This is an optimization exercise on Yosys and OpenROAD, whose aim is small area and a short achievable clock period, not a production implementation. RTL that was checked went through simulation tests only; none was proved equivalent to the original. Only the layout flow was run in run 8; the RTL was not checked for function there. Power and IR drop assume default switching activity.

==> flow/design.v, too long to show whole: its modules and the start of the top module <==
// module fa_cell: 4 lines
// module ha_cell: 4 lines
// module booth_sel: 5 lines
// module oai22_cell: 3 lines
// module xor2_cell: 3 lines
// module fp_mul_tree_a: 1095 lines
// module fp_mul_tree_b: 58 lines
// module fp_add_lo: 43 lines
// module fp_add_hi: 252 lines
// module fp_add48: 313 lines
// module fp_norm_shift: 20 lines
// module fp_round_inc: 11 lines
// module fp_prefix_and: 10 lines
// module fp_lzc24: 11 lines
// module fp32_mul: 207 lines
module fp32_mul
(
    input  logic        clk,
    input  logic        rst_n,
    input  logic [31:0] a,
    input  logic [31:0] b,
    input  logic        in_valid,
    output logic        out_valid,
    output logic [31:0] result
);
  // ...
==> flow/flow/run.sh <==
#!/bin/bash
# Own layout flow: the standard layout (standard.sh, ORFS from synthesis
# to finish, synthesis unchanged) with two changes to how the layout is made:
#  - repair_timing aims below the clock period: a path with less than
#    SETUP_SLACK_MARGIN ns of setup slack is treated as one to fix;
#  - the port buffers that buffer_ports inserts on every input and output
#    are sky130_fd_sc_hd__buf_2 rather than the cell it picks by default.
# Each tool's full output stays in orfs/logs; make's output in standard.log.
set -euo pipefail
export SETUP_SLACK_MARGIN=5.3
export BUFFER_PORTS_ARGS="-buffer_cell sky130_fd_sc_hd__buf_2"
bash standard.sh > standard.log 2>&1
==> flow/standard.sh <==
#!/bin/bash
# synth_recipe.tcl (not shown) runs the flow's synth.tcl, then flattens the netlist and writes it again
# the make line also repeats each setting of config.mk as NAME=value (left out here)
make -C /OpenROAD-flow-scripts/flow DESIGN_CONFIG=/design/flow/config.mk WORK_HOME=/design/flow/orfs CLKGATE_MAP_FILE= SYNTH_SCRIPT=/design/flow/synth_recipe.tcl "${@:-finish}"
==> flow/config.mk <==
export PLATFORM = sky130hd
export DESIGN_NAME = fp32_mul
export DESIGN_NICKNAME = fp32_mul
export VERILOG_FILES = /design/flow/design.v
export SDC_FILE = /design/flow/constraint.sdc
export NUM_CORES = 4
export LEC_CHECK = 0
export CAP_MARGIN = 20
export CORE_MARGIN = 2
export CORE_UTILIZATION = 40
export CTS_CLUSTER_DIAMETER = 100
export CTS_CLUSTER_SIZE = 32
export SLEW_MARGIN = 20
export SYNTH_HIERARCHICAL = 1
export SYNTH_MINIMUM_KEEP_SIZE = 0
==> flow/constraint.sdc <==
create_clock -name core_clock -period 8.5 [get_ports {clk}]
set_input_delay 1.7000 -clock core_clock [delete_from_list [all_inputs] [get_ports {clk}]]
set_output_delay 1.7000 -clock core_clock [all_outputs]
set_load 0.01 [all_outputs]
==> results.cfg, run 1 <==
[run_status]
status = complete, no violations

[power_and_ir_drop]
clock_power_mw = 1.20
max-vdd-ir-drop_v = 0.000222
power_frac_clock_pct = 11.3

[sta]
rsz0062_at_grt = yes
whs_ns = 0.329
setup_violations = 0
drv_slew = 0
setup-tns-final_ns = 0

[final_layout]
final_area_um2 = 28000
seqCellArea_um2 = 7960
layout.cells.non_filler = 3286
largest_register_ff_count = 140
clk_share_pct = 2.68
multi_input_area_share_pct = 60.2
syn_to_final_growth_pct = 10.0
top_register = m2

[critical_path]
cpMostUsedCell = fa_1
r2r_cells = 7
cp_max_fo = 25

[detailed_routing]
vias = 18963

[global_routing]
grt_use_met2_pct = 34.8
grt.busiest_layer = met2

[clock_tree]
post_cts_buffers = 2
path_clk_slew_ns = 0.11
post_cts_resized = 29

[job]
drv_cap = 0

[logic_synthesis]
synthCells = 2315
syn_avg_cell_area_um2 = 11.0
synth-seq-cells = 392
synth_top_family_by_area = adder cells
==> run 2: changes to the inputs <==
--- a/flow/config.mk
+++ b/flow/config.mk
@@ -11,3 +11,4 @@
 export CTS_CLUSTER_DIAMETER = 100
-export CTS_CLUSTER_SIZE = 32
+export CTS_CLUSTER_SIZE = 25
+export PLACE_DENSITY = 0.75
 export SLEW_MARGIN = 20
==> results.cfg, run 2 <==
[run_status]
status = complete, no violations

[detailed_routing]
ant_nets = 0
vias = 19069
wl_per_cell_um = 20.9
routed_wirelength_mm = 68.8
viasPerCell = 5.80
drc = 0
drt_iter0_markers = 2135
firstDrtPassIters = 6

[final_layout]
seqCellArea_um2 = 7940
final_core_util_pct = 44.2
top_register = m2
multi_input_area_um2 = 16900
syn_to_final_growth_pct = 9.61
layout_commonest_cell = dfxtp_1
largest_register_ff_count = 140
antenna_cells = 0
drive_above_1_share_pct = 12.8
nFillCells = 5816
layout.nets = 2867
layout_common_cells = dfxtp_1, xor2_1, o22ai_1, fa_1, nor2_1
reg_top3 = m2: 140 flops, prod3: 48 flops, result: 32 flops

[sta]
setup_violations = 0
fin_skew_ns = 0.0435
max_freq_mhz = 311
rsz0062_at_grt = no
fin_crit_ns = 3.22
drv_slew = 0
setup-tns-final_ns = 0
tightest_slew_ns = 0.627
hold_violations = 0
min_period_over_period_pct = 37.8
slew_headroom_pct = 58.2

[critical_path]
cp_max_fo = 24
worstPathRequired_ns = 8.94
cp-end-kind = flip-flop
critPathLaunchType = flip-flop
cpMostUsedCell = fa_1
critPathMaxStageDelay_ns = 0.75
cp_slowest_cell = dfxtp_2
cp.arrival_ns = 3.65
r2r-end = m2[57]
cp_cell_sequence = o22ai_1, xor2_1, fa_1, fa_1, fa_1, fa_1
worstSetupPathType = flip-flop to flip-flop
r2r_cells = 6
r2r_start = two1_n[0]
ff2ff_setup_slack_ns = 5.28

[logic_synthesis]
ys_types = 82
synthTopCellsByArea = dfxtp_1, fa_1, xor2_1
synth-seq-cells = 392
synth_commonest_cells = dfxtp_1, xor2_1, fa_1, o22ai_1, nor2_1
seq_area_frac_synth_pct = 31.0
synth-simple-area-share_pct = 7.61
synth.area.mux_share_pct = 6.64
synth_compound_area_share_pct = 12.6
syn_avg_cell_area_um2 = 11.0
synthCells = 2315
syn_nets = 2744
netlist.area_leader.share_pct = 30.5
synth.most_common_cell = dfxtp_1
synth_top_area_cell = dfxtp_1
synth-main-ff-cell = dfxtp_1
synth-xor-area-share_pct = 13.0
synthAdderAreaFrac_pct = 26.1
synth_top_family_by_area = adder cells
synth-async-reset-ratio_pct = 1.28
synthesis.area_um2 = 25400
synth_warnings = 10
synth-edff-count = 0

[min_path]
hold_depth = 0
worst_hold_path.endpoint = lz3[2]
hp-class = flip-flop to flip-flop
hp-start = lz2[2]

[power_and_ir_drop]
power_leakage_nw = 11.2
max-vdd-ir-drop_v = 0.000259
cellPowerDensity_nw_per_um2 = 380
design_power_total_mw = 10.6

[global_routing]
grt_util_all_layers_pct = 20.5
grt-ovfl-total = 0
grt_pass1_vias = 19367
grt_pass1_wl_mm = 107
antenna_found_initial = 1
grt_max_degree = 42

[clock_tree]
cts_tree = done
path_clk_slew_ns = 0.11
clock-root-buffer = clkbuf_16
numCtsBuffers = 20
clkLatencyLatePin_ns = 0.57
cts_buffer_depth = 3
clkSinkCount = 392
cts_max_level = 1
postCtsHoldBufs = 0

[floorplan]
core_area_um2 = 63000
num_rows = 92
die_w_um = 256
fp.dieH_um = 256
dieArea_um2 = 65500
ioPinCount = 100
start_util_pct = 40.3

[placed_design]
gp_congestion = 0.927
place.port_buffers = 99
dp_hpwl_mm = 46.8

[job]
drv_cap = 0
==> run 2: layout make-up <==
cell class / instances / area share (%)
inverter: 111 / 1.50
clock buffer: 22 / 1.94
clock inverter: 2 / 0.130
timing repair buffer: 158 / 3.52
multi-input combinational: 1755 / 60.6
sequential: 392 / 28.5
tap: 846 / 3.80
==> run 2: critical path: cells and delay by family, from the launching register on <==
kind	cells	cell delay, ns
fa+ha+maj	4	1.96
flops	1	0.75
xor+xnor	1	0.19
compound gates	1	0.16
==> run 2: kinds of logic (layout without fill, tap and decap cells) <==
family | count (synthesis) | in the layout
buf+inv | 168 | 293
simple gates | 393 | 393
xor+xnor | 378 | 378
compound gates | 488 | 488
other cells | 1 | 1
mux | 132 | 132
flops | 392 | 392
fa+ha+maj | 363 | 363
==> run 2: per-module statistics from Yosys, one instance, submodules excluded, a selection <==
module,cell area [um2],times used,flip-flops and latches
fp_add48,2090,1,0
fp_prefix_and,240,1,0
fp_round_inc,201,1,0
fp_norm_shift,2000,1,0
fa_cell,20.0,264,0
fp_mul_tree_a,616,1,0
ha_cell,12.5,22,0
xor2_cell,8.76,276,0
fp32_mul,9960,1,392
==> run 2: what timing repair did <==
item | CTS | global route
setup endpoints to repair | 46 | 35
setup buffers | 1 | 8
cloned | 0 | 0
pin swaps | 2 | 6
gates resized for setup | 29 | 26
==> run 2: where the power goes <==
group          switching, mW  internal [mW]
sequential             0.494           2.59
clock                  0.610          0.462
combinational           3.44           2.98
==> run 2: worst max path at each step <==
stage / startpoint / end / slack [ns] / cells past startpoint
5_1_grt: m2[11] / prod3[47] / 5.30 / 10
3_5_place_dp: neg1[0] / m2[78] / 4.95 / 6
2_1_floorplan: neg1[4] / m2[72] / 5.33 / 5
6_report: two1_n[0] / m2[57] / 5.28 / 6
4_1_cts: neg1[1] / m2[78] / 5.30 / 6
3_3_place_gp: neg1[0] / m2[78] / 4.96 / 6
==> run 2: metrics by stage <==
| step | hold slack, ns | setup slack, ns | std cells | cell area (um2) |
|---|---|---|---|---|
| detailed placement | 0.312 | 4.95 | 3253 | 27000 |
| global route | 0.332 | 5.30 | 3286 | 27800 |
| floorplan | 0.310 | 5.33 | 2315 | 25400 |
| global placement | 0.311 | 4.96 | 3253 | 27000 |
| CTS | 0.320 | 5.30 | 3278 | 27600 |
| finish | 0.310 | 5.28 | 3286 | 27800 |
==> run 2: per-layer routing <==
metal	global-route usage, %	routed length [um]	share of wire (%)	vias to the layer above
li1	-	-	-	8421
met1	27.1	27600	40	9072
met2	31.2	29600	43	1294
met3	6.19	8430	12	280
met4	8.87	3180	4.6	2
met5	0	13	0.019	-
==> run 3: changes to the inputs <==
--- a/flow/config.mk
+++ b/flow/config.mk
@@ -12,3 +12,3 @@
 export CTS_CLUSTER_SIZE = 25
-export PLACE_DENSITY = 0.75
+export PLACE_DENSITY = 0.45
 export SLEW_MARGIN = 20
==> results.cfg, run 3 <==
[sta]
whs_ns = 0.328
layout_setup_ws_ns = 5.37
drv_slew = 0
rsz0062_at_grt = yes
setup_violations = 0
max_freq_mhz = 319
fin_crit_ns = 3.13
setup-tns-final_ns = 0
fin_skew_ns = 0.0227
slew_headroom_pct = 59.9
min_period_over_period_pct = 36.9
tightest_slew_ns = 0.597
hold_violations = 0

[clock_tree]
clkSinkCount = 392
cts_tree = done
clock-root-buffer = clkbuf_16
path_clk_slew_ns = 0.10
cts_max_level = 1
cts_buffer_depth = 3
clkLatencyLatePin_ns = 0.60
numCtsBuffers = 23
postCtsHoldBufs = 0

[global_routing]
grt-ovfl-total = 0
antenna_found_initial = 0
grt_util_all_layers_pct = 24.7
grt_use_met3_pct = 4.45
grt.busiest_layer = met2
grt_max_degree = 42
grt_pass1_vias = 19652
use_met1_pct = 34.1
grt_use_met2_pct = 39.9
grt_pass1_wl_mm = 124

[detailed_routing]
drc = 0
firstDrtPassIters = 5
vias = 18832
viasPerCell = 5.68
wl_per_cell_um = 24.9
drt_iter0_markers = 1288
ant_nets = 0
routed_wirelength_mm = 82.5

[placed_design]
place.port_buffers = 99
dpl-instance-area_um2 = 27100
pre_cts_ws_ns = 4.90
gp_congestion = 0.859
dp_hpwl_mm = 56.5

[floorplan]
ioPinCount = 100
start_util_pct = 40.3
core_area_um2 = 63000
fp.dieH_um = 256
die_w_um = 256
dieArea_um2 = 65500
num_rows = 92

[critical_path]
worstSetupPathType = flip-flop to flip-flop
worstPathRequired_ns = 8.97
cp.arrival_ns = 3.60
cp-end-kind = flip-flop
cp_max_fo = 16
critPathLaunchType = flip-flop

[final_layout]
layout.nets = 2887
syn_to_final_growth_pct = 12.0
final_area_um2 = 28500
largest_register_ff_count = 140
top_register = m2
multi_input_area_um2 = 17000
layout_commonest_cell = dfxtp_1
reg_top3 = m2: 140 flops, prod3: 48 flops, result: 32 flops
drive_above_1_share_pct = 14.5
nFillCells = 5990
seqCellArea_um2 = 7930
layout_common_cells = dfxtp_1, xor2_1, o22ai_1, fa_1, nor2_1

[logic_synthesis]
synthTopCellsByArea = dfxtp_1, fa_1, xor2_1
synthCells = 2315
synth-main-ff-cell = dfxtp_1
synth-edff-count = 0
synth.most_common_cell = dfxtp_1
synth_top_area_cell = dfxtp_1
netlist.area_leader.share_pct = 30.5
ys_types = 82
syn_avg_cell_area_um2 = 11.0
synth-async-reset-ratio_pct = 1.28
synthesis.area_um2 = 25400
synth_warnings = 10
synth_commonest_cells = dfxtp_1, xor2_1, fa_1, o22ai_1, nor2_1
seq_area_frac_synth_pct = 31.0
syn_nets = 2744
synth-seq-cells = 392

[power_and_ir_drop]
max-vdd-ir-drop_v = 0.000267
power_leakage_nw = 11.4
design_power_total_mw = 11.3
cellPowerDensity_nw_per_um2 = 398

[run_status]
status = complete, no violations

[min_path]
hp-class = flip-flop to flip-flop

[job]
drv_cap = 0
[run 3: cell counts after synthesis]
No cell type changed its count.
[run 3: worst max-delay path: stages, from the launching register on]
cell and delay, ns:
dfxtp_2 0.45, buf_4 0.32, o22ai_1 0.14, xor2_1 0.28, fa_1 0.48, fa_1 0.40, fa_1 0.52, fa_1 0.42
[run 3: final timing paths]
path                                start      end  slack (ns)  cells after the start
worst max-delay path            one1_n[8]   m2[75]        5.37                      7
worst min-delay path              e0_3[1]  e0_4[1]        0.33                      0
worst max register to register  one1_n[8]   m2[75]        5.37                      7
worst min register to register    e0_3[1]  e0_4[1]        0.33                      0
max in group asynchronous           rst_n       v1        7.49                      1
min in group asynchronous           rst_n       v3        0.89                      1
[run 3: timing repair]
action / in CTS / in global routing
buffers inserted: 2 / 11
endpoints found under the setup margin: 71 / 61
endpoints found under the hold margin: 0 / 0
cloned: 0 / 1
gates resized for setup: 35 / 73
pin swaps: 1 / 10
[run 3: final cells by class]
cell class,count,share of cell area [%]
Clock buffer,26,2.10
Inverter,111,1.48
Clock inverter,10,0.620
Antenna cell,1,0.00880
Timing Repair Buffer,174,4.47
Sequential cell,392,27.9
Tap cell,846,3.72
Multi-Input combinational cell,1756,59.7
[run 3: per-layer routing]
layer	vias to the layer above	routed length, um
met5	-	0
met3	151	6180
met1	9411	36600
li1	8467	-
met2	803	37300
met4	0	2380
[run 3: cell families (layout without fill, tap and decap cells)]
group | after synthesis | in the layout | share of synthesized area (%)
compound gates | 488 | 488 | 12.6
xor+xnor | 378 | 378 | 13.0
fa+ha+maj | 363 | 363 | 26.1
buf+inv | 168 | 321 | 3.11
flops | 392 | 392 | 31.0
mux | 132 | 133 | 6.64
other cells | 1 | 2 | 0.0148
simple gates | 393 | 393 | 7.61
[run 3: Yosys stat by module, one instance, submodules excluded, a selection]
| module | flip-flops and latches | times used | cell area [um2] |
|---|---|---|---|
| fp_norm_shift | 0 | 1 | 2000 |
| fp_round_inc | 0 | 1 | 201 |
| fp_lzc24 | 0 | 2 | 270 |
| fp_add48 | 0 | 1 | 2090 |
| fa_cell | 0 | 264 | 20.0 |
| oai22_cell | 0 | 276 | 6.26 |
| ha_cell | 0 | 22 | 12.5 |
| xor2_cell | 0 | 276 | 8.76 |
| fp_mul_tree_a | 0 | 1 | 616 |
| fp_prefix_and | 0 | 1 | 240 |
[run 3: where the power goes]
part	internal (mW)	total (mW)	leakage (nW)	switching [mW]
clock	0.569	1.28	0.370	0.706
sequential	2.60	3.09	3.31	0.496
combinational	3.12	6.94	7.72	3.83
[run 3: stage by stage]
stage,instances,util [%]
6_report,3316,45.2
5_1_grt,3315,45.2
4_1_cts,3303,44.4
3_5_place_dp,3265,43.0
3_3_place_gp,3265,43.0
2_1_floorplan,2315,-
==> run 4: changes to the inputs <==
--- a/flow/config.mk
+++ b/flow/config.mk
@@ -12,3 +12,2 @@
 export CTS_CLUSTER_SIZE = 25
-export PLACE_DENSITY = 0.45
 export SLEW_MARGIN = 20
@@ -16 +15,2 @@
 export SYNTH_MINIMUM_KEEP_SIZE = 0
+export TNS_END_PERCENT = 5
==> results.cfg, run 4 <==
[min_path]
hp-class = flip-flop to flip-flop

[sta]
setup_violations = 0
layout_setup_ws_ns = 5.23
fin_crit_ns = 3.27
drv_slew = 0
rsz0062_at_grt = yes
slew_headroom_pct = 34.3
setup-tns-final_ns = 0
whs_ns = 0.331
max_freq_mhz = 306
fin_skew_ns = 0.0279
hold_violations = 0
min_period_over_period_pct = 38.5
tightest_slew_ns = 0.986

[detailed_routing]
wl_per_cell_um = 22.6
ant_nets = 0
firstDrtPassIters = 5
drt_iter0_markers = 2197
viasPerCell = 5.84
vias = 19181
drc = 0
routed_wirelength_mm = 74.3

[global_routing]
grt_max_degree = 42
grt_pass1_vias = 19845
grt_util_all_layers_pct = 22.3
grt-ovfl-total = 0
grt_pass1_wl_mm = 115
antenna_found_initial = 0

[logic_synthesis]
synth.most_common_cell = dfxtp_1
netlist.area_leader.share_pct = 30.5
synth-main-ff-cell = dfxtp_1
synth_commonest_cells = dfxtp_1, xor2_1, fa_1, o22ai_1, nor2_1
synth-edff-count = 0
syn_avg_cell_area_um2 = 11.0
seq_area_frac_synth_pct = 31.0
ys_types = 82
synthTopCellsByArea = dfxtp_1, fa_1, xor2_1
synth-async-reset-ratio_pct = 1.28
synth_warnings = 10
synth_top_area_cell = dfxtp_1
synthesis.area_um2 = 25400
syn_nets = 2744
synth-seq-cells = 392
synthCells = 2315

[final_layout]
nFillCells = 5926
final_area_um2 = 27800
drive_above_1_share_pct = 12.6
layout_commonest_cell = dfxtp_1
top_register = m2
largest_register_ff_count = 140
layout_common_cells = dfxtp_1, xor2_1, o22ai_1, fa_1, nor2_1
reg_top3 = m2: 140 flops, prod3: 48 flops, result: 32 flops
layout.nets = 2858
syn_to_final_growth_pct = 9.27
final_core_util_pct = 44.1

[floorplan]
ioPinCount = 100
die_w_um = 256
dieArea_um2 = 65500
start_util_pct = 40.3
fp.dieH_um = 256
num_rows = 92
core_area_um2 = 63000

[job]
drv_cap = 0

[critical_path]
cp_max_fo = 24
critPathLaunchType = flip-flop
ff2ff_setup_slack_ns = 5.23
cp.arrival_ns = 3.71
r2r_start = one1_n[2]
worstPathRequired_ns = 8.93
r2r-end = m2[78]
r2r_cells = 6
worstSetupStartpoint = one1_n[2]
worstSetupPathType = flip-flop to flip-flop
endpoint = m2[78]
cp-end-kind = flip-flop

[placed_design]
pre_cts_ws_ns = 4.85
place.port_buffers = 99
dpl-instance-area_um2 = 27000
gp_congestion = 0.919
dp_hpwl_mm = 50.5

[clock_tree]
cts_buffer_depth = 3
clkLatencyLatePin_ns = 0.57
clock-root-buffer = clkbuf_16
clkSinkCount = 392
cts_max_level = 1
cts_tree = done
path_clk_slew_ns = 0.10
numCtsBuffers = 21
postCtsHoldBufs = 0

[run_status]
status = complete, no violations

[power_and_ir_drop]
cellPowerDensity_nw_per_um2 = 383
power_leakage_nw = 11.1
max-vdd-ir-drop_v = 0.000202
run 4: cell counts after synthesis:
Identical to the previous run, type by type.
run 4: kinds of logic (layout without fill, tap and decap cells):
logic type / Yosys count / count (layout) / synth area share, %
buf+inv: 168 / 288 / 3.11
mux: 132 / 132 / 6.64
fa+ha+maj: 363 / 363 / 26.1
compound gates: 488 / 488 / 12.6
simple gates: 393 / 393 / 7.61
flops: 392 / 392 / 31.0
other cells: 1 / 2 / 0.0148
xor+xnor: 378 / 378 / 13.0
run 4: worst max-delay path: stages (launching register included):
cell and delay (ns):
dfxtp_2 0.78, o22ai_1 0.19, xor2_1 0.25, fa_1 0.51
fa_1 0.45, fa_1 0.45, fa_1 0.49
run 4: final cells by class:
| type | instances | area (um2) | share of cell area (%) |
|---|---|---|---|
| timing repair buffer | 148 | 878 | 3.16 |
| multi-input combinational | 1755 | 16900 | 60.7 |
| clock buffer | 24 | 547 | 1.97 |
| clock inverter | 5 | 95.1 | 0.343 |
| inverter | 111 | 417 | 1.50 |
| tap | 846 | 1060 | 3.81 |
| antenna | 1 | 2.50 | 0.00901 |
| sequential | 392 | 7910 | 28.5 |
run 4: how the worst min path moves through the flow:
stage | startpoint | slack, ns | to | cells past startpoint
after floorplan | e0_3[0] | 0.31 | e0_4[0] | 0
after global placement | s1 | 0.31 | s2 | 0
after detailed placement | e0_3[4] | 0.31 | e0_4[4] | 0
after CTS | e0_3[4] | 0.33 | e0_4[4] | 0
after global routing | ge253_3 | 0.34 | ge253_4 | 0
final | e0_3[5] | 0.33 | e0_4[5] | 0
run 4: routing by layer:
layer / vias to the layer above / part of all wire [%] / wire (um) / GRT usage [%]
li1: 8394 / - / - / -
met1: 9340 / 41 / 30400 / 29.0
met2: 1174 / 45 / 33300 / 35.3
met3: 273 / 9.6 / 7110 / 5.13
met4: 0 / 4.9 / 3610 / 10.1
met5: - / 0 / 0 / 0
run 4: where the power goes:
| part | switching [mW] | total (mW) | leakage [nW] | internal, mW |
|---|---|---|---|---|
| Combinational | 3.44 | 6.37 | 7.51 | 2.93 |
| Clock | 0.632 | 1.14 | 0.307 | 0.505 |
| Sequential | 0.515 | 3.11 | 3.31 | 2.60 |
| Total | 4.59 | 10.6 | 11.1 | 6.03 |
run 4: stage by stage:
stage | cells | power (mW)
final | 3282 | 10.6
after global routing | 3281 | 11.5
after CTS | 3280 | 10.5
after detailed placement | 3251 | 9.31
after global placement | 3251 | 9.09
after floorplan | 2315 | 7.46
run 4: Yosys stat by module, one instance, submodules excluded, a selection:
module / times used / flops+latches
fp_lzc24: 2 / 0
ha_cell: 22 / 0
fp_add48: 1 / 0
fp_norm_shift: 1 / 0
fp_mul_tree_a: 1 / 0
oai22_cell: 276 / 0
fa_cell: 264 / 0
fp_mul_tree_b: 1 / 0
fp_prefix_and: 1 / 0
fp_round_inc: 1 / 0
fp32_mul: 1 / 392
xor2_cell: 276 / 0
run 4: what timing repair did:
item / in CTS / in global routing
pin swaps: 0 / 4
setup endpoints to repair: 52 / 76
gates cloned: 0 / 0
gates resized for setup: 20 / 23
setup buffers: 0 / 1
==> run 5: changes to the inputs <==
--- a/flow/config.mk
+++ b/flow/config.mk
@@ -15,2 +15,2 @@
 export SYNTH_MINIMUM_KEEP_SIZE = 0
-export TNS_END_PERCENT = 5
+export TNS_END_PERCENT = 30
==> results.cfg, run 5 <==
[run_status]
status = complete, no violations

[final_layout]
top_register = m2
syn_to_final_growth_pct = 10.3
largest_register_ff_count = 140
reg_top3 = m2: 140 flops, prod3: 48 flops, result: 32 flops
drive_above_1_share_pct = 13.2
layout_common_cells = dfxtp_1, xor2_1, o22ai_1, fa_1, nor2_1
antenna_cells = 0
layout.nets = 2868
final_area_um2 = 28000
layout_commonest_cell = dfxtp_1

[critical_path]
worstSetupPathType = flip-flop to flip-flop
worstPathRequired_ns = 8.96
critPathLaunchType = flip-flop
r2r_cells = 6
cp-end-kind = flip-flop
cp.arrival_ns = 3.73
cp_max_fo = 24

[power_and_ir_drop]
cellPowerDensity_nw_per_um2 = 387
p_int_mw = 6.16
p_sw_mw = 4.69
power_leakage_nw = 11.2
p_seq_share_pct = 28.6
power_frac_clock_pct = 11.5
max-vdd-ir-drop_v = 0.000229
swShare_pct = 43.2
p_comb_share_pct = 60.0

[logic_synthesis]
synth-async-reset-ratio_pct = 1.28
synth_compound_area_share_pct = 12.6
synth-simple-area-share_pct = 7.61
synthTopCellsByArea = dfxtp_1, fa_1, xor2_1
synth_commonest_cells = dfxtp_1, xor2_1, fa_1, o22ai_1, nor2_1
synthesis.area_um2 = 25400
syn_nets = 2744
synth.area.mux_share_pct = 6.64
synth-edff-count = 0
synthCells = 2315
synthAdderAreaFrac_pct = 26.1
netlist.area_leader.share_pct = 30.5
seq_area_frac_synth_pct = 31.0
synth_top_area_cell = dfxtp_1
synth_warnings = 10
synth-seq-cells = 392
synth-main-ff-cell = dfxtp_1
syn_avg_cell_area_um2 = 11.0
synth_top_family_by_area = adder cells
synth.most_common_cell = dfxtp_1
ys_types = 82
synth-xor-area-share_pct = 13.0

[detailed_routing]
drt_iter0_markers = 2226
viasPerCell = 5.80
routed_wirelength_mm = 74.1
wl_per_cell_um = 22.5
drc = 0
firstDrtPassIters = 6
ant_nets = 0
vias = 19096

[clock_tree]
clkLatencyLatePin_ns = 0.60
cts_max_level = 1
clock-root-buffer = clkbuf_16
path_clk_slew_ns = 0.10
postCtsHoldBufs = 0
cts_buffer_depth = 3
clkSinkCount = 392
cts_tree = done
numCtsBuffers = 23

[sta]
whs_ns = 0.332
setup-tns-final_ns = 0
min_period_over_period_pct = 38.4
layout_setup_ws_ns = 5.23
setup_violations = 0
tightest_slew_ns = 0.896
fin_crit_ns = 3.27
rsz0062_at_grt = yes
hold_violations = 0
slew_headroom_pct = 40.3
drv_slew = 0
max_freq_mhz = 306
fin_skew_ns = 0.0413

[global_routing]
grt_pass1_vias = 19383
grt-ovfl-total = 0
grt_pass1_wl_mm = 113
antenna_found_initial = 1
grt_max_degree = 42
grt_util_all_layers_pct = 22.0

[placed_design]
pre_cts_ws_ns = 4.85
dp_hpwl_mm = 50.5
gp_congestion = 0.961
place.port_buffers = 99
dpl-instance-area_um2 = 27000

[floorplan]
start_util_pct = 40.3
core_area_um2 = 63000
fp.dieH_um = 256
num_rows = 92
ioPinCount = 100
die_w_um = 256
dieArea_um2 = 65500

[job]
drv_cap = 0

[min_path]
hold_depth = 0
hp-class = flip-flop to flip-flop
run 5: cell counts after synthesis:
No cell type changed its count.
run 5: power by group through the flow:
stage / registers [mW] / clock network [mW] / logic [mW]
floorplan: 3.04 / 0 / 4.42
global placement: 3.12 / 0 / 5.97
detailed placement: 3.14 / 0 / 6.15
CTS: 3.10 / 1.29 / 6.19
global route: 3.16 / 1.35 / 7.23
finish: 3.10 / 1.24 / 6.51
run 5: cell type report:
| class | instances | area (um2) |
|---|---|---|
| inverter | 111 | 420 |
| clock inverter | 10 | 171 |
| fill | 5820 | 34900 |
| sequential | 392 | 7910 |
| tap | 846 | 1060 |
| multi-input combinational | 1755 | 16900 |
| timing repair buffer | 156 | 987 |
| clock buffer | 24 | 589 |
run 5: logic make-up (layout without fill, tap and decap cells):
kind of cell | after synthesis | after routing
other | 1 | 1
adder cells (fa/ha/maj) | 363 | 363
buffers and inverters | 168 | 301
AO/OA/AOI/OAI | 488 | 488
multiplexers | 132 | 132
AND/OR/NAND/NOR | 393 | 393
flip-flops | 392 | 392
XOR/XNOR | 378 | 378
run 5: timing repair:
action                     CTS  global route
gates cloned                 0             0
gates resized for setup     18            33
pin swaps                    0            11
buffers inserted             0             5
setup endpoints to repair   48            66
run 5: per-layer routing:
metal  vias up  routed length [um]  GRT usage [%]
met3       231                7120           4.80
met2      1138               33100           34.9
li1       8430                   -              -
met1      9297               30400           29.0
met5         -                   0              0
met4         0                3490           9.68
run 5: through the flow:
step           utilization [%]  std cells  total power [mW]
2_1_floorplan                -       2315              7.46
3_3_place_gp              42.9       3255              9.09
3_5_place_dp              42.9       3255              9.30
4_1_cts                   44.1       3289              10.6
5_1_grt                   44.5       3294              11.7
6_report                  44.5       3294              10.8
run 5: modules after synthesis, one instance, submodules excluded, a selection:
module / flops+latches / cell area (um2)
fa_cell: 0 / 20.0
oai22_cell: 0 / 6.26
fp32_mul: 392 / 9960
ha_cell: 0 / 12.5
fp_mul_tree_b: 0 / 41.3
fp_add48: 0 / 2090
fp_mul_tree_a: 0 / 616
fp_norm_shift: 0 / 2000
fp_lzc24: 0 / 270
xor2_cell: 0 / 8.76
run 5: path summary, 6_finish.rpt:
path,startpoint,endpoint,slack [ns]
setup / recovery,one1_n[10],m2[78],5.23
hold reg to reg,e0_3[6],e0_4[6],0.33
min in group asynchronous,rst_n,v4,0.93
hold / removal,e0_3[6],e0_4[6],0.33
setup reg to reg,one1_n[10],m2[78],5.23
max in group asynchronous,rst_n,v1,7.45
run 5: worst max-delay path: stages (launching register included):
cell     delay [ns]
dfxtp_2        0.76
o22ai_1        0.19
xor2_1         0.26
fa_1           0.51
fa_1           0.42
fa_1           0.49
fa_1           0.50
==> run 6: changes to the inputs <==
--- a/flow/config.mk
+++ b/flow/config.mk
@@ -15,2 +15 @@
 export SYNTH_MINIMUM_KEEP_SIZE = 0
-export TNS_END_PERCENT = 30
==> results.cfg, run 6 <==
[final_layout]
largest_register_ff_count = 140
reg_top3 = m2: 140 flops, prod3: 48 flops, result: 32 flops
layout.nets = 2859
syn_to_final_growth_pct = 9.81
layout_commonest_cell = dfxtp_1
seqCellArea_um2 = 7960
drive_above_1_share_pct = 12.9
layout_common_cells = dfxtp_1, xor2_1, o22ai_1, fa_1, nor2_1
multi_input_area_um2 = 16800
nFillCells = 5935
top_register = m2

[clock_tree]
clkLatencyLatePin_ns = 0.58
clkSinkCount = 392
numCtsBuffers = 22
cts_max_level = 1
path_clk_slew_ns = 0.10
cts_buffer_depth = 3
postCtsHoldBufs = 0
cts_tree = done
clock-root-buffer = clkbuf_16

[floorplan]
ioPinCount = 100
fp.dieH_um = 256
die_w_um = 256
dieArea_um2 = 65500
core_area_um2 = 63000
start_util_pct = 40.3
num_rows = 92

[logic_synthesis]
synth-async-reset-ratio_pct = 1.28
synth-seq-cells = 392
synth.most_common_cell = dfxtp_1
synthesis.area_um2 = 25400
synthCells = 2315
synth-main-ff-cell = dfxtp_1
synth-edff-count = 0
synth_commonest_cells = dfxtp_1, xor2_1, fa_1, o22ai_1, nor2_1
syn_avg_cell_area_um2 = 11.0
synth_top_area_cell = dfxtp_1
seq_area_frac_synth_pct = 31.0
ys_types = 82
netlist.area_leader.share_pct = 30.5
synthTopCellsByArea = dfxtp_1, fa_1, xor2_1
syn_nets = 2744
synth_warnings = 10

[run_status]
status = complete, no violations

[critical_path]
worstPathRequired_ns = 8.96
worstSetupPathType = flip-flop to flip-flop
cp_max_fo = 26
critPathLaunchType = flip-flop
cp-end-kind = flip-flop
cp.arrival_ns = 3.65

[global_routing]
grt_util_all_layers_pct = 22.1
grt_pass1_wl_mm = 113
grt-ovfl-total = 0
antenna_found_initial = 1
grt_max_degree = 42
grt_pass1_vias = 19548

[sta]
tightest_slew_ns = 0.830
whs_ns = 0.324
fin_skew_ns = 0.0303
min_period_over_period_pct = 37.5
rsz0062_at_grt = yes
hold_violations = 0
setup_violations = 0
fin_crit_ns = 3.18
drv_slew = 0
layout_setup_ws_ns = 5.32
max_freq_mhz = 314
slew_headroom_pct = 44.7
setup-tns-final_ns = 0

[job]
drv_cap = 0

[detailed_routing]
drc = 0
vias = 19042
routed_wirelength_mm = 74.1
ant_nets = 0
firstDrtPassIters = 5
wl_per_cell_um = 22.5
drt_iter0_markers = 1851
viasPerCell = 5.79

[min_path]
hp-class = flip-flop to flip-flop

[placed_design]
dp_hpwl_mm = 50.8
gp_congestion = 0.943
place.port_buffers = 99
pre_cts_ws_ns = 4.86

[power_and_ir_drop]
max-vdd-ir-drop_v = 0.000220
design_power_total_mw = 10.6
power_leakage_nw = 11.2
cellPowerDensity_nw_per_um2 = 381
run 6: cell types whose count changed in the layout (fill, tap and decap cells not counted), moves of 4 or more:
cell / before / now
ha_1: 79 / 83
dfxtp_1: 366 / 361
dfxtp_4: 5 / 21
buf_6: 3 / 9
dfxtp_2: 16 / 5
ha_4: 6 / 2
buf_8: 0 / 4
buf_4: 51 / 36
run 6: cell families after synthesis:
group	share of synthesized area, %
compound gates	12.6
simple gates	7.61
flops	31.0
xor+xnor	13.0
fa+ha+maj	26.1
buf+inv	3.11
mux	6.64
other cells	0.0148
run 6: what timing repair did:
| item | 4_1_cts | 5_1_grt |
|---|---|---|
| pin swaps | 0 | 7 |
| endpoints found under the setup margin | 57 | 55 |
| setup buffers | 2 | 3 |
| resized for setup | 28 | 43 |
run 6: worst max-delay path: stages, from the launching register on:
cell	delay, ns
dfxtp_1	0.32
buf_4	0.49
inv_1	0.36
xnor2_1	0.48
fa_1	0.53
fa_1	0.45
fa_1	0.44
run 6: per-stage QoR:
step / std cells / instance area, um2 / util [%]
floorplan: 2315 / 25400 / -
global placement: 3247 / 26900 / 42.8
detailed placement: 3247 / 26900 / 42.8
CTS: 3282 / 27700 / 44.0
global route: 3285 / 27900 / 44.3
finish: 3286 / 27900 / 44.3
run 6: area by class of cell:
cell class | instances | share of cell area [%]
multi-input cells | 1755 | 60.4
well taps | 846 | 3.79
diodes | 1 | 0.00897
inverters | 111 | 1.49
clock inverters | 10 | 0.498
clock buffers | 23 | 1.99
flip-flops and latches | 392 | 28.5
repair buffers | 148 | 3.32
run 6: path summary, 6_finish.rpt:
| kind | from | endpoint | slack, ns | cells past startpoint |
|---|---|---|---|---|
| setup / recovery | neg1[9] | m2[54] | 5.32 | 6 |
| hold / removal | lz2[4] | lz3[4] | 0.32 | 0 |
| min in group asynchronous | rst_n | v2 | 0.90 | 1 |
| max in group asynchronous | rst_n | v4 | 7.47 | 1 |
| hold reg to reg | lz2[4] | lz3[4] | 0.32 | 0 |
| setup reg to reg | neg1[9] | m2[54] | 5.32 | 6 |
run 6: where the power goes:
group,internal (mW),leakage (nW),switching (mW),total [mW]
sequential,2.59,3.32,0.531,3.12
clock,0.526,0.341,0.650,1.18
combinational,2.91,7.53,3.43,6.34
total,6.03,11.2,4.62,10.6
run 6: routing by layer:
metal / GRT usage (%) / share of wire (%) / vias to the layer above
li1: - / - / 8411
met1: 28.3 / 40 / 9209
met2: 35.0 / 45 / 1185
met3: 5.84 / 10 / 237
met4: 10.1 / 4.8 / 0
met5: 0 / 0 / -
run 6: Yosys stat by module (local to each module, per instance), a selection:
module / area (um2) / cells inside
ha_cell: 12.5 / 1
fp_add48: 2090 / 272
fp32_mul: 9960 / 703
fp_round_inc: 201 / 23
fp_norm_shift: 2000 / 220
oai22_cell: 6.26 / 1
==> run 7: changes to the inputs <==
--- a/flow/flow/run.sh
+++ b/flow/flow/run.sh
@@ -6,3 +6,3 @@
 #  - the port buffers that buffer_ports inserts on every input and output
-#    are sky130_fd_sc_hd__buf_2 rather than the cell it picks by default.
+#    are sky130_fd_sc_hd__buf_1 rather than the cell it picks by default.
 # Each tool's full output stays in orfs/logs; make's output in standard.log.
@@ -10,3 +10,3 @@
 export SETUP_SLACK_MARGIN=5.3
-export BUFFER_PORTS_ARGS="-buffer_cell sky130_fd_sc_hd__buf_2"
+export BUFFER_PORTS_ARGS="-buffer_cell sky130_fd_sc_hd__buf_1"
 bash standard.sh > standard.log 2>&1
==> results.cfg, run 7 <==
[run_status]
status = complete, no violations

[clock_tree]
numCtsBuffers = 22
postCtsHoldBufs = 0
cts_buffer_depth = 3
cts_tree = done
cts_max_level = 1
clkLatencyLatePin_ns = 0.58
clkSinkCount = 392
clock-root-buffer = clkbuf_16
path_clk_slew_ns = 0.10

[logic_synthesis]
synth_warnings = 10
syn_nets = 2744
synthesis.area_um2 = 25400
synth-main-ff-cell = dfxtp_1
synth_commonest_cells = dfxtp_1, xor2_1, fa_1, o22ai_1, nor2_1
synth-edff-count = 0
netlist.area_leader.share_pct = 30.5
synth_top_area_cell = dfxtp_1
synth-seq-cells = 392
synth.most_common_cell = dfxtp_1
syn_avg_cell_area_um2 = 11.0
ys_types = 82
synthCells = 2315
synthTopCellsByArea = dfxtp_1, fa_1, xor2_1
seq_area_frac_synth_pct = 31.0
synth-async-reset-ratio_pct = 1.28

[power_and_ir_drop]
cellPowerDensity_nw_per_um2 = 387
power_leakage_nw = 10.9
design_power_total_mw = 10.8
max-vdd-ir-drop_v = 0.000237

[floorplan]
fp.dieH_um = 256
die_w_um = 256
ioPinCount = 100
num_rows = 92
dieArea_um2 = 65500
core_area_um2 = 63000
start_util_pct = 40.3

[sta]
setup-tns-final_ns = 0
drv_slew = 0
setup_violations = 0
tightest_slew_ns = 0.971
rsz0062_at_grt = yes
fin_crit_ns = 3.19
hold_violations = 0
slew_headroom_pct = 35.2
fin_skew_ns = 0.0318
min_period_over_period_pct = 37.6
max_freq_mhz = 313

[global_routing]
antenna_found_initial = 1
grt-ovfl-total = 0
grt_pass1_wl_mm = 113
grt_max_degree = 42
grt_util_all_layers_pct = 22.0
grt_pass1_vias = 19764

[detailed_routing]
firstDrtPassIters = 6
ant_nets = 0
wl_per_cell_um = 22.6
routed_wirelength_mm = 74.2
drt_iter0_markers = 1824
drc = 0
viasPerCell = 5.81
vias = 19106

[placed_design]
place.port_buffers = 99
gp_congestion = 0.970
dp_hpwl_mm = 50.3
place_inst = 3252

[final_layout]
layout_common_cells = dfxtp_1, xor2_1, o22ai_1, fa_1, nor2_1
reg_top3 = m2: 140 flops, prod3: 48 flops, result: 32 flops
layout_commonest_cell = dfxtp_1
layout.nets = 2862
syn_to_final_growth_pct = 9.92
largest_register_ff_count = 140
nFillCells = 5948
antenna_cells = 0
final_core_util_pct = 44.4
drive_above_1_share_pct = 9.26
top_register = m2
layout.cells.non_filler = 3287

[critical_path]
worstPathRequired_ns = 8.97
cp.arrival_ns = 3.66
critPathLaunchType = flip-flop
worstSetupPathType = flip-flop to flip-flop
cp-end-kind = flip-flop
cp_max_fo = 24

[min_path]
hp-class = flip-flop to flip-flop

[job]
drv_cap = 0
run 7: per-stage QoR:
step | setup slack, ns | hold WS, ns | area, um2
floorplan | 5.33 | 0.310 | 25400
global placement | 4.89 | 0.310 | 26900
global route | 5.27 | 0.336 | 27900
detailed placement | 4.91 | 0.314 | 26900
CTS | 5.30 | 0.332 | 27700
finish | 5.31 | 0.332 | 27900
run 7: kinds of logic (layout without fill, tap and decap cells):
kind of cell,after synthesis,after routing,synth area share (%)
XOR/XNOR,378,378,13.0
AO/OA/AOI/OAI,488,488,12.6
multiplexers,132,132,6.64
flip-flops,392,392,31.0
other,1,1,0.0148
adder cells (fa/ha/maj),363,363,26.1
AND/OR/NAND/NOR,393,393,7.61
buffers and inverters,168,294,3.11
run 7: routing by layer:
metal | part of all wire (%) | up-vias | track usage (%)
met3 | 10 | 213 | 5.57
met2 | 45 | 1089 | 35.3
li1 | - | 8407 | -
met5 | 0 | - | 0
met1 | 41 | 9397 | 28.3
met4 | 4.3 | 0 | 9.39
run 7: worst paths after layout:
check | end | depth (start not counted) | slack [ns] | startpoint
setup / recovery | m2[60] | 6 | 5.31 | two1_n[1]
hold / removal | e0_4[6] | 0 | 0.33 | e0_3[6]
setup reg to reg | m2[60] | 6 | 5.31 | two1_n[1]
hold reg to reg | e0_4[6] | 0 | 0.33 | e0_3[6]
max in group asynchronous | v5 | 1 | 7.32 | rst_n
min in group asynchronous | v4 | 1 | 0.98 | rst_n
run 7: what timing repair did:
| action | CTS | global route |
|---|---|---|
| buffers inserted | 0 | 3 |
| pin swaps | 2 | 11 |
| resized for setup | 28 | 40 |
| setup endpoints to repair | 50 | 55 |
run 7: worst max-delay path: stages, from the launching register on:
cell,delay [ns]
dfxtp_2,0.73
o22ai_1,0.19
xor2_1,0.20
fa_1,0.61
fa_1,0.49
fa_1,0.41
fa_1,0.43
run 7: layout make-up:
cell class,instances,area [um2],share of cell area [%]
multi-input cells,1755,17000,60.7
flip-flops and latches,392,7930,28.4
well taps,846,1060,3.79
repair buffers,151,828,2.97
clock buffers,24,589,2.11
inverters,111,417,1.49
clock inverters,8,150,0.538
run 7: Yosys stat by module, one instance, submodules excluded, a selection:
module	area (um2)	flops+latches	cells inside
fp_lzc24	270	0	48
fa_cell	20.0	0	1
xor2_cell	8.76	0	1
fp_mul_tree_b	41.3	0	6
ha_cell	12.5	0	1
fp_round_inc	201	0	23
fp_mul_tree_a	616	0	112
fp32_mul	9960	392	703
run 7: power breakdown:
part	leakage, nW	switching, mW	internal, mW
registers	3.31	0.512	2.59
logic	7.25	3.48	2.98
clock network	0.355	0.658	0.579
==> module fp_mul_tree_b, before the edit <==
module fp_mul_tree_b (
  input  logic [139:0] m,
  output logic [47:0] r0,
  output logic [47:0] r1
);
  ha_cell us481 (.a(m[3]), .b(m[4]), .s(r1[2]), .co(r0[3]));
  ha_cell us483 (.a(m[6]), .b(m[7]), .s(r1[3]), .co(r0[4]));
  fa_cell us485 (.a(m[10]), .b(m[8]), .ci(m[9]), .s(r1[4]), .co(r0[5]));
  fa_cell us487 (.a(m[11]), .b(m[12]), .ci(m[13]), .s(r1[5]), .co(r0[6]));
  fa_cell us489 (.a(m[14]), .b(m[15]), .ci(m[16]), .s(r1[6]), .co(r0[7]));
  fa_cell us491 (.a(m[17]), .b(m[18]), .ci(m[19]), .s(r1[7]), .co(r0[8]));
  fa_cell us493 (.a(m[20]), .b(m[21]), .ci(m[22]), .s(r1[8]), .co(r0[9]));
  fa_cell us495 (.a(m[23]), .b(m[24]), .ci(m[25]), .s(r1[9]), .co(r0[10]));
  fa_cell us497 (.a(m[26]), .b(m[27]), .ci(m[28]), .s(r1[10]), .co(r0[11]));
  fa_cell us499 (.a(m[29]), .b(m[30]), .ci(m[31]), .s(r1[11]), .co(r0[12]));
  fa_cell us501 (.a(m[32]), .b(m[33]), .ci(m[34]), .s(r1[12]), .co(r0[13]));
  fa_cell us503 (.a(m[35]), .b(m[36]), .ci(m[37]), .s(r1[13]), .co(r0[14]));
  fa_cell us505 (.a(m[38]), .b(m[39]), .ci(m[40]), .s(r1[14]), .co(r0[15]));
  fa_cell us507 (.a(m[41]), .b(m[42]), .ci(m[43]), .s(r1[15]), .co(r0[16]));
  fa_cell us509 (.a(m[44]), .b(m[45]), .ci(m[46]), .s(r1[16]), .co(r0[17]));
  fa_cell us511 (.a(m[47]), .b(m[48]), .ci(m[49]), .s(r1[17]), .co(r0[18]));
  fa_cell us513 (.a(m[50]), .b(m[51]), .ci(m[52]), .s(r1[18]), .co(r0[19]));
  fa_cell us515 (.a(m[53]), .b(m[54]), .ci(m[55]), .s(r1[19]), .co(r0[20]));
  fa_cell us517 (.a(m[56]), .b(m[57]), .ci(m[58]), .s(r1[20]), .co(r0[21]));
  fa_cell us519 (.a(m[59]), .b(m[60]), .ci(m[61]), .s(r1[21]), .co(r0[22]));
  fa_cell us521 (.a(m[62]), .b(m[63]), .ci(m[64]), .s(r1[22]), .co(r0[23]));
  fa_cell us523 (.a(m[65]), .b(m[66]), .ci(m[67]), .s(r1[23]), .co(r0[24]));
  fa_cell us525 (.a(m[68]), .b(m[69]), .ci(m[70]), .s(r1[24]), .co(r0[25]));
  fa_cell us527 (.a(m[71]), .b(m[72]), .ci(m[73]), .s(r1[25]), .co(r0[26]));
  fa_cell us529 (.a(m[74]), .b(m[75]), .ci(m[76]), .s(r1[26]), .co(r0[27]));
  fa_cell us531 (.a(m[77]), .b(m[78]), .ci(m[79]), .s(r1[27]), .co(r0[28]));
  fa_cell us533 (.a(m[80]), .b(m[81]), .ci(m[82]), .s(r1[28]), .co(r0[29]));
  fa_cell us535 (.a(m[83]), .b(m[84]), .ci(m[85]), .s(r1[29]), .co(r0[30]));
  fa_cell us537 (.a(m[86]), .b(m[87]), .ci(m[88]), .s(r1[30]), .co(r0[31]));
  fa_cell us539 (.a(m[89]), .b(m[90]), .ci(m[91]), .s(r1[31]), .co(r0[32]));
  fa_cell us541 (.a(m[92]), .b(m[93]), .ci(m[94]), .s(r1[32]), .co(r0[33]));
  fa_cell us543 (.a(m[95]), .b(m[96]), .ci(m[97]), .s(r1[33]), .co(r0[34]));
  fa_cell us545 (.a(m[100]), .b(m[98]), .ci(m[99]), .s(r1[34]), .co(r0[35]));
  fa_cell us547 (.a(m[101]), .b(m[102]), .ci(m[103]), .s(r1[35]), .co(r0[36]));
  fa_cell us549 (.a(m[104]), .b(m[105]), .ci(m[106]), .s(r1[36]), .co(r0[37]));
  fa_cell us551 (.a(m[107]), .b(m[108]), .ci(m[109]), .s(r1[37]), .co(r0[38]));
  fa_cell us553 (.a(m[110]), .b(m[111]), .ci(m[112]), .s(r1[38]), .co(r0[39]));
  fa_cell us555 (.a(m[113]), .b(m[114]), .ci(m[115]), .s(r1[39]), .co(r0[40]));
  fa_cell us557 (.a(m[116]), .b(m[117]), .ci(m[118]), .s(r1[40]), .co(r0[41]));
  fa_cell us559 (.a(m[119]), .b(m[120]), .ci(m[121]), .s(r1[41]), .co(r0[42]));
  fa_cell us561 (.a(m[122]), .b(m[123]), .ci(m[124]), .s(r1[42]), .co(r0[43]));
  fa_cell us563 (.a(m[125]), .b(m[126]), .ci(m[127]), .s(r1[43]), .co(r0[44]));
  fa_cell us565 (.a(m[128]), .b(m[129]), .ci(m[130]), .s(r1[44]), .co(r0[45]));
  fa_cell us567 (.a(m[131]), .b(m[132]), .ci(m[133]), .s(r1[45]), .co(r0[46]));
  fa_cell us569 (.a(m[134]), .b(m[135]), .ci(m[136]), .s(r1[46]), .co(r0[47]));
  wire c572;
  fa_cell us571 (.a(m[137]), .b(m[138]), .ci(m[139]), .s(r1[47]), .co(c572));
  assign r0[0] = m[0];
  assign r0[1] = m[2];
  assign r0[2] = m[5];
  assign r1[0] = m[1];
  assign r1[1] = 1'b0;
endmodule
==> run 8: changes to the inputs <==
--- a/flow/design.v
+++ b/flow/design.v
@@ -4,2 +4,11 @@
 endmodule
+module csa_cell (input logic a, input logic b, input logic ci, output logic s, output logic co);
+  logic t;
+  xor2_cell u_x0 (.a(a), .b(b), .y(t));
+  xor2_cell u_x1 (.a(t), .b(ci), .y(s));
+  maj3_cell u_m (.a(a), .b(b), .c(ci), .y(co));
+endmodule
+module maj3_cell (input logic a, input logic b, input logic c, output logic y);
+  assign y = (a & b) | (a & c) | (b & c);
+endmodule
 module ha_cell (input logic a, input logic b, output logic s, output logic co);
@@ -1121,47 +1130,47 @@
   ha_cell us483 (.a(m[6]), .b(m[7]), .s(r1[3]), .co(r0[4]));
-  fa_cell us485 (.a(m[10]), .b(m[8]), .ci(m[9]), .s(r1[4]), .co(r0[5]));
-  fa_cell us487 (.a(m[11]), .b(m[12]), .ci(m[13]), .s(r1[5]), .co(r0[6]));
-  fa_cell us489 (.a(m[14]), .b(m[15]), .ci(m[16]), .s(r1[6]), .co(r0[7]));
-  fa_cell us491 (.a(m[17]), .b(m[18]), .ci(m[19]), .s(r1[7]), .co(r0[8]));
-  fa_cell us493 (.a(m[20]), .b(m[21]), .ci(m[22]), .s(r1[8]), .co(r0[9]));
-  fa_cell us495 (.a(m[23]), .b(m[24]), .ci(m[25]), .s(r1[9]), .co(r0[10]));
-  fa_cell us497 (.a(m[26]), .b(m[27]), .ci(m[28]), .s(r1[10]), .co(r0[11]));
-  fa_cell us499 (.a(m[29]), .b(m[30]), .ci(m[31]), .s(r1[11]), .co(r0[12]));
-  fa_cell us501 (.a(m[32]), .b(m[33]), .ci(m[34]), .s(r1[12]), .co(r0[13]));
-  fa_cell us503 (.a(m[35]), .b(m[36]), .ci(m[37]), .s(r1[13]), .co(r0[14]));
-  fa_cell us505 (.a(m[38]), .b(m[39]), .ci(m[40]), .s(r1[14]), .co(r0[15]));
-  fa_cell us507 (.a(m[41]), .b(m[42]), .ci(m[43]), .s(r1[15]), .co(r0[16]));
-  fa_cell us509 (.a(m[44]), .b(m[45]), .ci(m[46]), .s(r1[16]), .co(r0[17]));
-  fa_cell us511 (.a(m[47]), .b(m[48]), .ci(m[49]), .s(r1[17]), .co(r0[18]));
-  fa_cell us513 (.a(m[50]), .b(m[51]), .ci(m[52]), .s(r1[18]), .co(r0[19]));
-  fa_cell us515 (.a(m[53]), .b(m[54]), .ci(m[55]), .s(r1[19]), .co(r0[20]));
-  fa_cell us517 (.a(m[56]), .b(m[57]), .ci(m[58]), .s(r1[20]), .co(r0[21]));
-  fa_cell us519 (.a(m[59]), .b(m[60]), .ci(m[61]), .s(r1[21]), .co(r0[22]));
-  fa_cell us521 (.a(m[62]), .b(m[63]), .ci(m[64]), .s(r1[22]), .co(r0[23]));
-  fa_cell us523 (.a(m[65]), .b(m[66]), .ci(m[67]), .s(r1[23]), .co(r0[24]));
-  fa_cell us525 (.a(m[68]), .b(m[69]), .ci(m[70]), .s(r1[24]), .co(r0[25]));
-  fa_cell us527 (.a(m[71]), .b(m[72]), .ci(m[73]), .s(r1[25]), .co(r0[26]));
-  fa_cell us529 (.a(m[74]), .b(m[75]), .ci(m[76]), .s(r1[26]), .co(r0[27]));
-  fa_cell us531 (.a(m[77]), .b(m[78]), .ci(m[79]), .s(r1[27]), .co(r0[28]));
-  fa_cell us533 (.a(m[80]), .b(m[81]), .ci(m[82]), .s(r1[28]), .co(r0[29]));
-  fa_cell us535 (.a(m[83]), .b(m[84]), .ci(m[85]), .s(r1[29]), .co(r0[30]));
-  fa_cell us537 (.a(m[86]), .b(m[87]), .ci(m[88]), .s(r1[30]), .co(r0[31]));
-  fa_cell us539 (.a(m[89]), .b(m[90]), .ci(m[91]), .s(r1[31]), .co(r0[32]));
-  fa_cell us541 (.a(m[92]), .b(m[93]), .ci(m[94]), .s(r1[32]), .co(r0[33]));
-  fa_cell us543 (.a(m[95]), .b(m[96]), .ci(m[97]), .s(r1[33]), .co(r0[34]));
-  fa_cell us545 (.a(m[100]), .b(m[98]), .ci(m[99]), .s(r1[34]), .co(r0[35]));
-  fa_cell us547 (.a(m[101]), .b(m[102]), .ci(m[103]), .s(r1[35]), .co(r0[36]));
-  fa_cell us549 (.a(m[104]), .b(m[105]), .ci(m[106]), .s(r1[36]), .co(r0[37]));
-  fa_cell us551 (.a(m[107]), .b(m[108]), .ci(m[109]), .s(r1[37]), .co(r0[38]));
-  fa_cell us553 (.a(m[110]), .b(m[111]), .ci(m[112]), .s(r1[38]), .co(r0[39]));
-  fa_cell us555 (.a(m[113]), .b(m[114]), .ci(m[115]), .s(r1[39]), .co(r0[40]));
-  fa_cell us557 (.a(m[116]), .b(m[117]), .ci(m[118]), .s(r1[40]), .co(r0[41]));
-  fa_cell us559 (.a(m[119]), .b(m[120]), .ci(m[121]), .s(r1[41]), .co(r0[42]));
-  fa_cell us561 (.a(m[122]), .b(m[123]), .ci(m[124]), .s(r1[42]), .co(r0[43]));
-  fa_cell us563 (.a(m[125]), .b(m[126]), .ci(m[127]), .s(r1[43]), .co(r0[44]));
-  fa_cell us565 (.a(m[128]), .b(m[129]), .ci(m[130]), .s(r1[44]), .co(r0[45]));
-  fa_cell us567 (.a(m[131]), .b(m[132]), .ci(m[133]), .s(r1[45]), .co(r0[46]));
-  fa_cell us569 (.a(m[134]), .b(m[135]), .ci(m[136]), .s(r1[46]), .co(r0[47]));
+  csa_cell us485 (.a(m[10]), .b(m[8]), .ci(m[9]), .s(r1[4]), .co(r0[5]));
+  csa_cell us487 (.a(m[11]), .b(m[12]), .ci(m[13]), .s(r1[5]), .co(r0[6]));
+  csa_cell us489 (.a(m[14]), .b(m[15]), .ci(m[16]), .s(r1[6]), .co(r0[7]));
+  csa_cell us491 (.a(m[17]), .b(m[18]), .ci(m[19]), .s(r1[7]), .co(r0[8]));
+  csa_cell us493 (.a(m[20]), .b(m[21]), .ci(m[22]), .s(r1[8]), .co(r0[9]));
+  csa_cell us495 (.a(m[23]), .b(m[24]), .ci(m[25]), .s(r1[9]), .co(r0[10]));
+  csa_cell us497 (.a(m[26]), .b(m[27]), .ci(m[28]), .s(r1[10]), .co(r0[11]));
+  csa_cell us499 (.a(m[29]), .b(m[30]), .ci(m[31]), .s(r1[11]), .co(r0[12]));
+  csa_cell us501 (.a(m[32]), .b(m[33]), .ci(m[34]), .s(r1[12]), .co(r0[13]));
+  csa_cell us503 (.a(m[35]), .b(m[36]), .ci(m[37]), .s(r1[13]), .co(r0[14]));
+  csa_cell us505 (.a(m[38]), .b(m[39]), .ci(m[40]), .s(r1[14]), .co(r0[15]));
+  csa_cell us507 (.a(m[41]), .b(m[42]), .ci(m[43]), .s(r1[15]), .co(r0[16]));
+  csa_cell us509 (.a(m[44]), .b(m[45]), .ci(m[46]), .s(r1[16]), .co(r0[17]));
+  csa_cell us511 (.a(m[47]), .b(m[48]), .ci(m[49]), .s(r1[17]), .co(r0[18]));
+  csa_cell us513 (.a(m[50]), .b(m[51]), .ci(m[52]), .s(r1[18]), .co(r0[19]));
+  csa_cell us515 (.a(m[53]), .b(m[54]), .ci(m[55]), .s(r1[19]), .co(r0[20]));
+  csa_cell us517 (.a(m[56]), .b(m[57]), .ci(m[58]), .s(r1[20]), .co(r0[21]));
+  csa_cell us519 (.a(m[59]), .b(m[60]), .ci(m[61]), .s(r1[21]), .co(r0[22]));
+  csa_cell us521 (.a(m[62]), .b(m[63]), .ci(m[64]), .s(r1[22]), .co(r0[23]));
+  csa_cell us523 (.a(m[65]), .b(m[66]), .ci(m[67]), .s(r1[23]), .co(r0[24]));
+  csa_cell us525 (.a(m[68]), .b(m[69]), .ci(m[70]), .s(r1[24]), .co(r0[25]));
+  csa_cell us527 (.a(m[71]), .b(m[72]), .ci(m[73]), .s(r1[25]), .co(r0[26]));
+  csa_cell us529 (.a(m[74]), .b(m[75]), .ci(m[76]), .s(r1[26]), .co(r0[27]));
+  csa_cell us531 (.a(m[77]), .b(m[78]), .ci(m[79]), .s(r1[27]), .co(r0[28]));
+  csa_cell us533 (.a(m[80]), .b(m[81]), .ci(m[82]), .s(r1[28]), .co(r0[29]));
+  csa_cell us535 (.a(m[83]), .b(m[84]), .ci(m[85]), .s(r1[29]), .co(r0[30]));
+  csa_cell us537 (.a(m[86]), .b(m[87]), .ci(m[88]), .s(r1[30]), .co(r0[31]));
+  csa_cell us539 (.a(m[89]), .b(m[90]), .ci(m[91]), .s(r1[31]), .co(r0[32]));
+  csa_cell us541 (.a(m[92]), .b(m[93]), .ci(m[94]), .s(r1[32]), .co(r0[33]));
+  csa_cell us543 (.a(m[95]), .b(m[96]), .ci(m[97]), .s(r1[33]), .co(r0[34]));
+  csa_cell us545 (.a(m[100]), .b(m[98]), .ci(m[99]), .s(r1[34]), .co(r0[35]));
+  csa_cell us547 (.a(m[101]), .b(m[102]), .ci(m[103]), .s(r1[35]), .co(r0[36]));
+  csa_cell us549 (.a(m[104]), .b(m[105]), .ci(m[106]), .s(r1[36]), .co(r0[37]));
+  csa_cell us551 (.a(m[107]), .b(m[108]), .ci(m[109]), .s(r1[37]), .co(r0[38]));
+  csa_cell us553 (.a(m[110]), .b(m[111]), .ci(m[112]), .s(r1[38]), .co(r0[39]));
+  csa_cell us555 (.a(m[113]), .b(m[114]), .ci(m[115]), .s(r1[39]), .co(r0[40]));
+  csa_cell us557 (.a(m[116]), .b(m[117]), .ci(m[118]), .s(r1[40]), .co(r0[41]));
+  csa_cell us559 (.a(m[119]), .b(m[120]), .ci(m[121]), .s(r1[41]), .co(r0[42]));
+  csa_cell us561 (.a(m[122]), .b(m[123]), .ci(m[124]), .s(r1[42]), .co(r0[43]));
+  csa_cell us563 (.a(m[125]), .b(m[126]), .ci(m[127]), .s(r1[43]), .co(r0[44]));
+  csa_cell us565 (.a(m[128]), .b(m[129]), .ci(m[130]), .s(r1[44]), .co(r0[45]));
+  csa_cell us567 (.a(m[131]), .b(m[132]), .ci(m[133]), .s(r1[45]), .co(r0[46]));
+  csa_cell us569 (.a(m[134]), .b(m[135]), .ci(m[136]), .s(r1[46]), .co(r0[47]));
   wire c572;
-  fa_cell us571 (.a(m[137]), .b(m[138]), .ci(m[139]), .s(r1[47]), .co(c572));
+  csa_cell us571 (.a(m[137]), .b(m[138]), .ci(m[139]), .s(r1[47]), .co(c572));
   assign r0[0] = m[0];
--- a/flow/flow/run.sh
+++ b/flow/flow/run.sh
@@ -6,3 +6,3 @@
 #  - the port buffers that buffer_ports inserts on every input and output
-#    are sky130_fd_sc_hd__buf_1 rather than the cell it picks by default.
+#    are sky130_fd_sc_hd__buf_2 rather than the cell it picks by default.
 # Each tool's full output stays in orfs/logs; make's output in standard.log.
@@ -10,3 +10,3 @@
 export SETUP_SLACK_MARGIN=5.3
-export BUFFER_PORTS_ARGS="-buffer_cell sky130_fd_sc_hd__buf_1"
+export BUFFER_PORTS_ARGS="-buffer_cell sky130_fd_sc_hd__buf_2"
 bash standard.sh > standard.log 2>&1
==> results.cfg, run 8 <==
[run_status]
status = complete, no violations

[clock_tree]
numCtsBuffers = 22
clkSinkCount = 392
clock-root-buffer = clkbuf_16
cts_max_level = 1
path_clk_slew_ns = 0.09
cts_tree = done
cts_buffer_depth = 3
postCtsHoldBufs = 0
clkLatencyLatePin_ns = 0.59

[detailed_routing]
drt_iter0_markers = 1931
drc = 0
vias = 19617
firstDrtPassIters = 7
wl_per_cell_um = 22.2
routed_wirelength_mm = 75.6
ant_nets = 0
viasPerCell = 5.77

[placed_design]
place_inst = 3346
dpl-instance-area_um2 = 27300
pre_cts_ws_ns = 4.82
gp_congestion = 0.922
dp_hpwl_mm = 51.4
place.port_buffers = 99

[power_and_ir_drop]
max-vdd-ir-drop_v = 0.000187
power_leakage_nw = 11.5
cellPowerDensity_nw_per_um2 = 382
design_power_total_mw = 10.9

[sta]
fin_crit_ns = 3.15
min_period_over_period_pct = 37.1
hold_violations = 0
max_freq_mhz = 317
whs_ns = 0.329
tightest_slew_ns = 0.820
setup_violations = 0
drv_slew = 0
rsz0062_at_grt = no
fin_skew_ns = 0.0237
setup-tns-final_ns = 0
slew_headroom_pct = 45.3
layout_setup_ws_ns = 5.35

[global_routing]
grt_pass1_vias = 20214
grt-ovfl-total = 0
grt_util_all_layers_pct = 22.3
antenna_found_initial = 2
grt_max_degree = 42
grt_pass1_wl_mm = 116

[final_layout]
layout.cells.non_filler = 3400
layout_commonest_cell = xor2_1
syn_to_final_growth_pct = 10.5
top_register = m2
reg_top3 = m2: 140 flops, prod3: 48 flops, result: 32 flops
layout.nets = 2921
nFillCells = 5928
largest_register_ff_count = 140
antenna_cells = 0
final_core_util_pct = 44.4
drive_above_1_share_pct = 14.8
layout_common_cells = xor2_1, dfxtp_1, o22ai_1, fa_1, nor2_1
final_area_um2 = 28500

[job]
drv_cap = 0

[floorplan]
start_util_pct = 40.2
dieArea_um2 = 66500
die_w_um = 258
fp.dieH_um = 258
num_rows = 93
core_area_um2 = 64100
ioPinCount = 100

[critical_path]
worstSetupPathType = flip-flop to flip-flop
cp_max_fo = 25
cp.arrival_ns = 3.61
cp-end-kind = flip-flop
worstPathRequired_ns = 8.96
critPathLaunchType = flip-flop

[logic_synthesis]
synthesis.area_um2 = 25800
syn_avg_cell_area_um2 = 10.7
synthCells = 2402
synth_warnings = 10
syn_nets = 2787

[min_path]
hp-class = flip-flop to flip-flop
[run 8: power by group]
part           total [mW]  switching (mW)  internal (mW)
Clock                1.19           0.659          0.534
Combinational        6.51            3.52           2.99
Sequential           3.18           0.583           2.60
Total                10.9            4.76           6.12
[run 8: layer usage]
| metal | wire length [um] | part of all wire [%] | global-route usage [%] |
|---|---|---|---|
| met5 | 13 | 0.017 | 0 |
| met4 | 3390 | 4.5 | 10.3 |
| met3 | 7390 | 9.8 | 5.71 |
| met2 | 34000 | 45 | 35.1 |
| met1 | 30800 | 41 | 28.7 |
[run 8: worst max-delay path, cell delays in order, from the launching register on]
cell and delay, ns:
dfxtp_1 0.31, buf_4 0.39, o22ai_1 0.18, xor2_1 0.18, fa_1 0.53, fa_1 0.43, fa_1 0.47, fa_1 0.52
[run 8: path summary, 6_finish.rpt]
check / start / endpoint / slack (ns) / cells past startpoint
worst min-delay path: lz2[3] / lz3[3] / 0.33 / 0
worst max register to register: sa1_n[4] / m2[75] / 5.35 / 7
min in group asynchronous: rst_n / v2 / 0.94 / 1
max in group asynchronous: rst_n / v5 / 7.44 / 1
worst min register to register: lz2[3] / lz3[3] / 0.33 / 0
worst max-delay path: sa1_n[4] / m2[75] / 5.35 / 7
[run 8: layout make-up]
cell class	count	area (um2)	area share, %
Tap cell	855	1070	3.75
Multi-Input combinational cell	1842	17300	60.5
Clock buffer	23	564	1.98
Clock inverter	10	139	0.487
Sequential cell	392	7960	27.9
Timing Repair Buffer	167	1100	3.85
Inverter	111	417	1.46
[run 8: repair_timing]
| item | 4_1_cts | 5_1_grt |
|---|---|---|
| pin swaps | 3 | 9 |
| setup buffers | 2 | 19 |
| endpoints found under the setup margin | 48 | 53 |
| gates resized for setup | 28 | 42 |

## static timing again, ports no longer ideal
The results above use ideal ports. As a check the final layouts listed here were re-extracted and re-timed, cells and wires unchanged.
Step 1: set_driving_cell puts a clkbuf_16 on clk and a buf_2 on each other input, an assumption about the parent block.
Step 2 also shifts input and output timing later by t, the mid clock arrival at the registers, as if the neighbouring blocks saw the same clock.
Three values: ideal ports, drivers, drivers and shift; two values: the first two.
| run | t, ns | setup slack, ns | slew at the worst register clock pin (ns) | worst data-port slew with drivers (ns) | cell pins on the clock port's net |
|---|---|---|---|---|---|
| run 1 | 0.620 | 5.323 / 5.323 / 4.949 | 0.12 / 0.12 | 0.04 | 1 |
| run 2 | 0.613 | 5.285 / 5.285 / 5.128 | 0.11 / 0.11 | 0.06 | 1 |
| run 3 | 0.651 | 5.367 / 5.367 / 4.936 | 0.10 / 0.10 | 0.04 | 1 |
| run 4 | 0.611 | 5.229 / 5.229 / 4.712 | 0.10 / 0.10 | 0.04 | 1 |
| run 5 | 0.625 | 5.233 / 5.233 / 4.917 | 0.11 / 0.11 | 0.04 | 1 |
| run 6 | 0.627 | 5.315 / 5.315 / 4.869 | 0.10 / 0.10 | 0.04 | 1 |
| run 7 | 0.623 | 5.307 / 5.307 / 4.875 | 0.10 / 0.10 | 0.04 | 1 |
| run 8 | 0.627 | 5.348 / 5.348 / 4.902 | 0.10 / 0.10 | 0.04 | 1 |
After both steps every run listed still meets setup and hold. For run 4, which loses most, drivers alone change the setup slack by 0.000 ns; drivers and shift together by -0.517 ns.
